Context: an optimization exercise on an open-source flow, tuned for small area, a short achievable clock period and few clock cycles. The choices shown serve that exercise and are no tape-out recipe.
Only the layout flow was run in this run; the RTL was not checked for function there.
Power figures rest on the tool's default switching activity, not on a simulated workload.

`flow/config.mk`:
```
export PLATFORM = sky130hd
export DESIGN_NAME = mpls_proc
export DESIGN_NICKNAME = mpls_proc
export VERILOG_FILES = /design/flow/design.v
export SDC_FILE = /design/flow/constraint.sdc
export NUM_CORES = 4
export LEC_CHECK = 0
export CAP_MARGIN = 20
export CORE_MARGIN = 2
export CORE_UTILIZATION = 55
export CTS_CLUSTER_DIAMETER = 100
export CTS_CLUSTER_SIZE = 25
export PLACE_DENSITY = 0.7
export SETUP_SLACK_MARGIN = 2.85
export SLEW_MARGIN = 20
```
`flow/constraint.sdc`:
```
create_clock -name core_clock -period 5.0 [get_ports {clk}]
set_input_delay 1.0000 -clock core_clock [delete_from_list [all_inputs] [get_ports {clk}]]
set_output_delay 1.0000 -clock core_clock [all_outputs]
set_load 0.01 [all_outputs]
```
`flow/design.v`:
```
`default_nettype none
`default_nettype wire
`default_nettype none
package mpls_pkg;
   typedef struct packed {
      logic [8-1:0] ctrl;
      logic [64-1:0] data;
   } pkt_word_t;
   typedef struct packed {
      logic       unicast;    
      logic [7:0] dst_port;   
   } route_t;
   typedef struct packed {
      logic [3:0]  cmd;
      logic [19:0] swap_label;
      logic [2:0]  out_port;
   } mpls_cmd_t;
   function automatic mpls_cmd_t decode_cmd(input logic [72-1:0] word);
      decode_cmd = {word[71:68], word[49:30], word[60:58]};   
   endfunction
endpackage
`default_nettype wire
`timescale 1ns/1ps
`default_nettype none
module label_rewrite (
   input  logic [63:0] src,
   input  logic        w0,          
   input  logic        w1,          
   input  logic        w2,          
   input  logic        w3,          
   input  logic        cpu,         
   input  logic        swp,         
   input  logic [2:0]  port,
   input  logic [19:0] swap,
   input  logic [47:0] mac,
   output logic        mpls,        
   output logic [63:0] ed
);
   logic [7:0] src_dec;
   assign mpls    = (src[31:16] == 16'h8847);
   assign src_dec = 8'h01 << src[18:16];
   always_comb begin
      ed = src;
      if (w0) begin
         if (cpu) ed[55:48] = {src_dec[6:0], src_dec[7]};    
         else     ed[55:48] = 8'h01 << port;
      end
      if (w1) begin
         ed[63:16] = mac;
      end
      if (w2 && mpls && swp) begin
         ed[15:0] = swap[19:4];
      end
      if (w3) begin
         if (swp) ed[63:60] = swap[3:0];
         ed[55:48] = src[55:48] - 8'd1;
      end
   end
endmodule
`default_nettype wire
`timescale 1ns/1ps
`default_nettype none
module mpls_proc (
   input  logic                   clk,
   input  logic                   reset,
   input  logic [8+64-1:0]  in_word,     
   input  logic                   in_wr,
   output logic                   in_rdy,
   output logic [8+64-1:0]  out_word,    
   output logic                   out_wr,
   input  logic                   out_rdy,
   input  logic [48-1:0]      bram_dst_mac,
   input  logic [72-1:0] mplsword,
   input  logic                   unicast_out,
   input  logic [7:0]             ttl_stat_out
);
   localparam int DEPTH = 29;           
   logic [63:0]    q [0:DEPTH];         
   logic [DEPTH:0] oh;                  
   logic           hv;                  
   logic           owr;
   logic           frd;                 
   logic           byp;                 
   logic           hold_o;              
   logic           rdy_q;
   logic           end_in;              
   logic [7:0]     endc;
   logic [63:0]    out_d;
   logic [7:0]     out_c;
   logic [7:0]     in_ctrl;
   logic           in_end;
   logic           fempty;
   logic           hfree;
   logic           fwr;
   logic           hv_n;
   logic           owr_n;
   logic [DEPTH:0] oh_n;
   logic           last_rd;
   logic           head_end;
   assign in_ctrl  = in_word[71:64];
   assign in_end   = (in_ctrl != 8'h00) && (in_ctrl != 8'hff);
   assign fempty   = oh[0];
   assign hfree    = !hv || owr;
   assign fwr      = in_wr && !(hfree && fempty);
   assign hv_n     = hfree ? (!fempty || in_wr) : 1'b1;
   assign owr_n    = out_rdy && hv_n;
   assign last_rd  = end_in && oh[1];
   assign head_end = fempty ? in_end : last_rd;
   always_comb begin
      oh_n = oh;
      if (fwr && !frd) oh_n = {oh[DEPTH-1:0], 1'b0};
      if (!fwr && frd) oh_n = {1'b0, oh[DEPTH:1]};
   end
   assign q[DEPTH] = '0;
   for (genvar i = 0; i < DEPTH; i++) begin : g_q
      logic ld, sh, hd;
      assign ld = frd ? oh[i+1] : oh[i];
      assign sh = frd && !ld;
      assign hd = !frd && !ld;
      always_ff @(posedge clk) begin
         q[i] <= ({64{sh}} & q[i+1]) | ({64{ld}} & ~in_word[63:0]) | ({64{hd}} & q[i]);
      end
   end
   always_ff @(posedge clk) begin
      if (reset) begin
         oh      <= (DEPTH+1)'(1);
         hv      <= 1'b0;
         owr     <= 1'b0;
         frd     <= 1'b0;
         byp     <= 1'b1;
         hold_o  <= 1'b0;
         rdy_q   <= 1'b1;
         end_in  <= 1'b0;
      end else begin
         oh     <= oh_n;
         hv     <= hv_n;
         owr    <= owr_n;
         frd    <= (!hv_n || owr_n) && !oh_n[0];
         byp    <= (!hv_n || owr_n) && oh_n[0];
         hold_o <= hv_n && !owr_n;
         rdy_q  <= !(hv_n && oh_n[DEPTH]);
         if (fwr && in_end) end_in <= 1'b1;
         else if (frd && last_rd) end_in <= 1'b0;
      end
   end
   always_ff @(posedge clk) begin
      if (fwr && in_end) endc <= in_ctrl;
   end
   logic [3:0]  ridx;                   
   logic        past3;                  
   logic        uni_q;                  
   logic        mpls_q;                 
   logic        cpu;
   logic        swp;
   logic        e1, e2, e3;
   logic        mpls_in, mpls_fq;
   logic [63:0] ed_in, ed_q;
   assign cpu = !unicast_out || (ttl_stat_out <= 8'd1);
   assign swp = (mplsword[71:68] == 4'd1);
   assign e1  = uni_q && ridx[1];
   assign e2  = uni_q && ridx[2];
   assign e3  = uni_q && ridx[3] && !past3 && mpls_q;
   label_rewrite u_edit_in (
      .src(in_word[63:0]), .w0(ridx[0]), .w1(e1), .w2(e2), .w3(e3), .cpu(cpu), .swp(swp),
      .port(mplsword[60:58]), .swap(mplsword[49:30]), .mac(bram_dst_mac),
      .mpls(mpls_in), .ed(ed_in)
   );
   label_rewrite u_edit_q (
      .src(~q[0]), .w0(ridx[0]), .w1(e1), .w2(e2), .w3(e3), .cpu(cpu), .swp(swp),
      .port(mplsword[60:58]), .swap(mplsword[49:30]), .mac(bram_dst_mac),
      .mpls(mpls_fq), .ed(ed_q)
   );
   always_ff @(posedge clk) begin
      if (reset) begin
         ridx  <= 4'b0001;
         past3 <= 1'b0;
      end else if (hfree && hv_n) begin
         if (head_end) begin
            ridx  <= 4'b0001;
            past3 <= 1'b0;
         end else if (ridx[3]) begin
            past3 <= 1'b1;
         end else begin
            ridx  <= {ridx[2:0], 1'b0};
         end
      end
   end
   always_ff @(posedge clk) begin
      if (hfree && hv_n && ridx[0]) uni_q  <= !cpu;
      if (hfree && hv_n && ridx[2]) mpls_q <= fempty ? mpls_in : mpls_fq;
   end
   logic [7:0] fifo_c;
   assign fifo_c = ridx[0] ? 8'hff : (last_rd ? endc : 8'h00);
   always_ff @(posedge clk) begin
      out_d <= ({64{byp}} & ed_in)   | ({64{frd}} & ed_q)   | ({64{hold_o}} & out_d);
      out_c <= ({8{byp}}  & in_ctrl) | ({8{frd}}  & fifo_c) | ({8{hold_o}}  & out_c);
   end
   assign out_word = {out_c, out_d};
   assign out_wr   = owr;
   assign in_rdy   = rdy_q;
endmodule
`default_nettype wire
```
`flow/flow/run.sh`:
```
#!/bin/bash
# The standard layout, with the ports buffered by plain buffers (sky130_fd_sc_hd__buf_2)
# instead of the delay cells buffer_ports picks by itself; the timing repair can then size
# them like any other buffer.
set -euo pipefail
export BUFFER_PORTS_ARGS="-buffer_cell sky130_fd_sc_hd__buf_2"
bash standard.sh > standard.log 2>&1
```
`flow/standard.sh`:
```
#!/bin/bash
# synth_recipe.tcl (not shown) runs the flow's synth.tcl, then flattens the netlist and writes it again
# the make line also repeats each setting of config.mk as NAME=value (left out here)
make -C /OpenROAD-flow-scripts/flow DESIGN_CONFIG=/design/flow/config.mk WORK_HOME=/design/flow/orfs CLKGATE_MAP_FILE= SYNTH_SCRIPT=/design/flow/synth_recipe.tcl "${@:-finish}"
```
==> Flow_metrics.wiki <==
{| class="wikitable"
! Metric !! Value
|-
| Maximum number of pins on one net before global-route repair || 129
|-
| Number of routed nets with antenna violations || 0
|-
| Starting DRT DRC Count || 8052
|-
| Power density relative to cell area || 641 nW/um2
|-
| Buffer type at the clock tree root || clkbuf_16
|-
| Most frequent cells after synthesis || 1970 x dfxtp_1, 1852 x o21ai_0, 1752 x a22oi_1
|-
| DP Cell Count || 8555
|-
| Htree depth || 3
|-
| Leading cell type by number of instances after synthesis || dfxtp_1
|-
| Width of the die || 363 um
|-
| Biggest cell delay along the critical path || 490 ps
|-
| Unrepaired setup endpoints after global routing || true
|-
| Final HPWL from detailed placement || 121000 um
|-
| Full die area || 132000 um2
|-
| Hold-fix buffer count after cts || 0
|-
| First-pass GRT wire length || 352000 um
|-
| Worst clock skew || 36.2 ps
|-
| Static power due to leakage || between 0.02 and 0.03 uW
|-
| Top cells by area in the synthesized netlist || dfxtp_1 56%, a22oi_1 19%, o21ai_0 13%, clkbuf_1 4.6%, nand2_1 1.0%
|-
| Deepest clock path buffer count || 3
|-
| Setup violations, final || 0
|-
| CP max FO || 2
|-
| Share of synthesized area occupied by flip-flops and latches || 0.560
|-
| Count of flip-flops with a built-in enable after synthesis || 10
|-
| Worst slew margin || 0.240
|-
| Yosys top cell area share || 0.556
|-
| Final-stage net count || 7339
|-
| Core area || 128000 um2
|-
| Global-route usage over all layers || 0.346
|-
| Overflow left after global routing || 0
|-
| CP Data Required Time || around 4000 ps
|-
| Clock edge transition at the registers on the reported setup and hold paths || ~110 ps
|-
| Worst EP arrival || 1350 ps
|-
| Hold WC Path Type || reg -> reg
|-
| Run status || finished clean
|-
| DRC violations left || 0
|-
| Reg-to-reg startpoint || frd
|-
| Die Ht || 363 um
|-
| # clock sinks || 1980
|-
| Highest ir drop seen on vdd || between 0.0003 and 0.0004 V
|-
| Post-synth top area cell || dfxtp_1
|-
| Number of core rows || 131
|-
| Number of standard cells in the layout, taps in and fillers out || 8811
|-
| Yosys warning count || 3
|-
| DR WL/cell || 28.7 um
|-
| Nets in the synthesized netlist || ~7.6k
|-
| Initial core utilization || 0.555
|-
| Share of cells above drive strength 1 || 0.109
|-
| Initial DRT Pass Iterations || 14
|-
| Highest clock frequency the design can meet || 0.426 GHz
|-
| Startpoint type of the worst setup path || flop
|-
| Slew of the pin with the lowest slew margin || 1140 ps
|-
| Initial antenna violation count || 15
|-
| Min Tclk post-route || around 2300 ps
|-
| Total clock buffers created by CTS || 89
|-
| Area Overhead vs Synth || 9.44%
|-
| Origin of the worst setup path || out_d[55]
|-
| Netlist area before placement || ~70000 um2
|-
| Cell with the largest stage delay on the worst path || dfxtp_4
|-
| Async set-reset flop share out of synthesis || 0
|-
| Post-synthesis register bit count || 1980
|-
| Capturing element type of the critical path || output port
|-
| Top Family by Delay on Critical Path || flip-flops
|-
| Min-Delay Startpoint || q[28][0]
|-
| Post-synthesis instance total || 7438
|-
| Count of input and output buffers || approximately 230
|-
| Total count of max-transition violations in the final report || 0
|-
| Average size of a mapped cell || between 9 and 10 um2
|-
| Clock tree from TritonCTS || built
|-
| R2r setup slk || 2730 ps
|-
| Total negative slack for setup checks || 0 ps
|-
| Distinct cells, synth || 66
|-
| Period Utilization, post-route || 0.470
|-
| Total wire length || 253000 um
|-
| Via count of the first global-routing pass || around 55k
|-
| Clock insertion delay at the later pin of the skew report || 730 ps
|-
| Overall power of the completed layout || about 50000 uW
|-
| RePlAce Congestion || 0.857
|-
| Average via count per standard cell || approximately 6.9
|-
| Flip-flop cell with the highest count after synthesis || dfxtp_1
|-
| Type of the worst setup path || reg -> out
|-
| Ordered cell list for the critical path || buf_6
|-
| Final count of hold timing violations || 0
|-
| Vias post-DR || 61.1k
|-
| Number of top-level pins || between 200 and 300
|-
| Buf+Inv Stages, Crit Path || 1
|-
| Number of max-cap violations || 0
|}
kinds of logic (layout without fill, tap and decap cells):
| group | Yosys count | after routing | synth area share |
|---|---|---|---|
| other cells | 0 | 10 | 0 |
| xor+xnor | 7 | 7 | 0.000864 |
| flops | 1980 | 1980 | 0.560 |
| simple gates | 585 | 609 | 0.0406 |
| mux | 2 | 2 | 0.000282 |
| buf+inv | 917 | 594 | 0.0486 |
| fa+ha+maj | 4 | 4 | 0.000705 |
| compound gates | 3943 | 3943 | 0.349 |
per-layer routing:
metal	up-vias	share of wire	GRT usage	wire length (um)
met5	-	0.00018	0	45
met4	8	0.062	0.166	15700
met3	693	0.11	0.0694	28500
met2	3299	0.44	0.550	110000
met1	29900	0.39	0.452	98700
li1	27200	-	-	-
registers in the layout (all words and copies together) (netlist names):
register,cells
byp,1
hv,1
end_in,1
endc,8
past3,1
out_d,64
uni_q,1
ridx,4
out_c,8
q,1856
rdy_q,1
hold_o,1
oh,30
owr,1
frd,1
mpls_q,1
power by group:
group | switching, uW | leakage (uW) | internal, uW | total [uW]
combinational | 6950 | 0.0113 | 6350 | 13300
clock | 4930 | 0.00116 | 3340 | 8270
sequential | 4480 | 0.0167 | 23700 | 28200
placed cells by master (no fill, tap or decap), types with 7 or more instances in the layout:
master        n
buf_8        10
a21boi_0     20
a22oi_1    1752
edfxtp_1     10
a21o_1       16
a211oi_1     65
dfxtp_2      69
nand4_1      13
nand2_1     195
buf_4       110
a21oi_1     138
nand3b_1     30
nand3_1      38
and3_1       19
nor2_4       60
buf_2       154
dfxtp_1    1891
diode_2      10
o21ai_1      19
and2_1       69
nor2_1       75
buf_12       51
or2_2        20
a221o_1      20
dfxtp_4      10
o21ai_0    1832
a222oi_1     16
nor3_1       12
buf_6       115
or2_4        28
a31oi_1       8
inv_1        31
o22ai_1       7
clkbuf_16   104
cell type report:
| class | instances | area (um2) |
|---|---|---|
| sequential | 1980 | 39900 |
| fill | 10600 | 50200 |
| multi-input combinational | 4565 | 28600 |
| tap | 1662 | 2080 |
| clock buffer | 96 | 2330 |
| antenna | 10 | 25.0 |
| inverter | 34 | 158 |
| clock inverter | 4 | 48.8 |
| timing repair buffer | 460 | 4540 |
repair_timing:
action,in CTS,in global routing
endpoints found under the setup margin,1700,993
resized for setup,294,119
pin swaps,26,25
cloned,20,24
buffers inserted,65,37
path summary, 6_finish.rpt:
kind	to	cells after the start
setup / recovery	out_word[55]	1
setup reg to reg	q[13][11]	5
hold / removal	q[28][0]	2
hold reg to reg	q[28][0]	2
metrics by stage:
stage	utilization	hold slack (ps)	setup WS (ps)	cell area, um2
4_1_cts	0.599	463	2670	76600
3_5_place_dp	0.565	443	1530	72200
2_1_floorplan	-	426	2330	71000
6_report	0.607	464	2650	77700
5_1_grt	0.607	479	2650	77600
3_3_place_gp	0.565	434	1490	72200

## afterwards: timing with drivers on the ports
The flow's constraints put no driver on any port. The routed layout listed below was extracted and timed again, unchanged, in two steps. Step 1 (the two cells are an assumption about what drives the block):
set clk [get_ports {clk}]
set_driving_cell -lib_cell sky130_fd_sc_hd__clkbuf_16 $clk
set_driving_cell -lib_cell sky130_fd_sc_hd__buf_2 [delete_from_list [all_inputs] $clk]
Step 2 adds t to the input delays and takes it off the output delays; t is the mean of the earliest and latest rising clock arrival at the registers after step 1. Input paths then give back, and output paths get back, about the clock's delay inside the block. Three values: ideal ports, drivers, drivers and shift; two values: the first two.
t, ns: 0.790
setup slack, ns: 2.652 / 2.574 / 1.999
worst hold slack (ns): 0.464 / 0.454 / 0.464
After both steps setup and hold are still met in this run. The setup slack of this run moves by -0.078 ns with the drivers and by -0.653 ns with both steps.
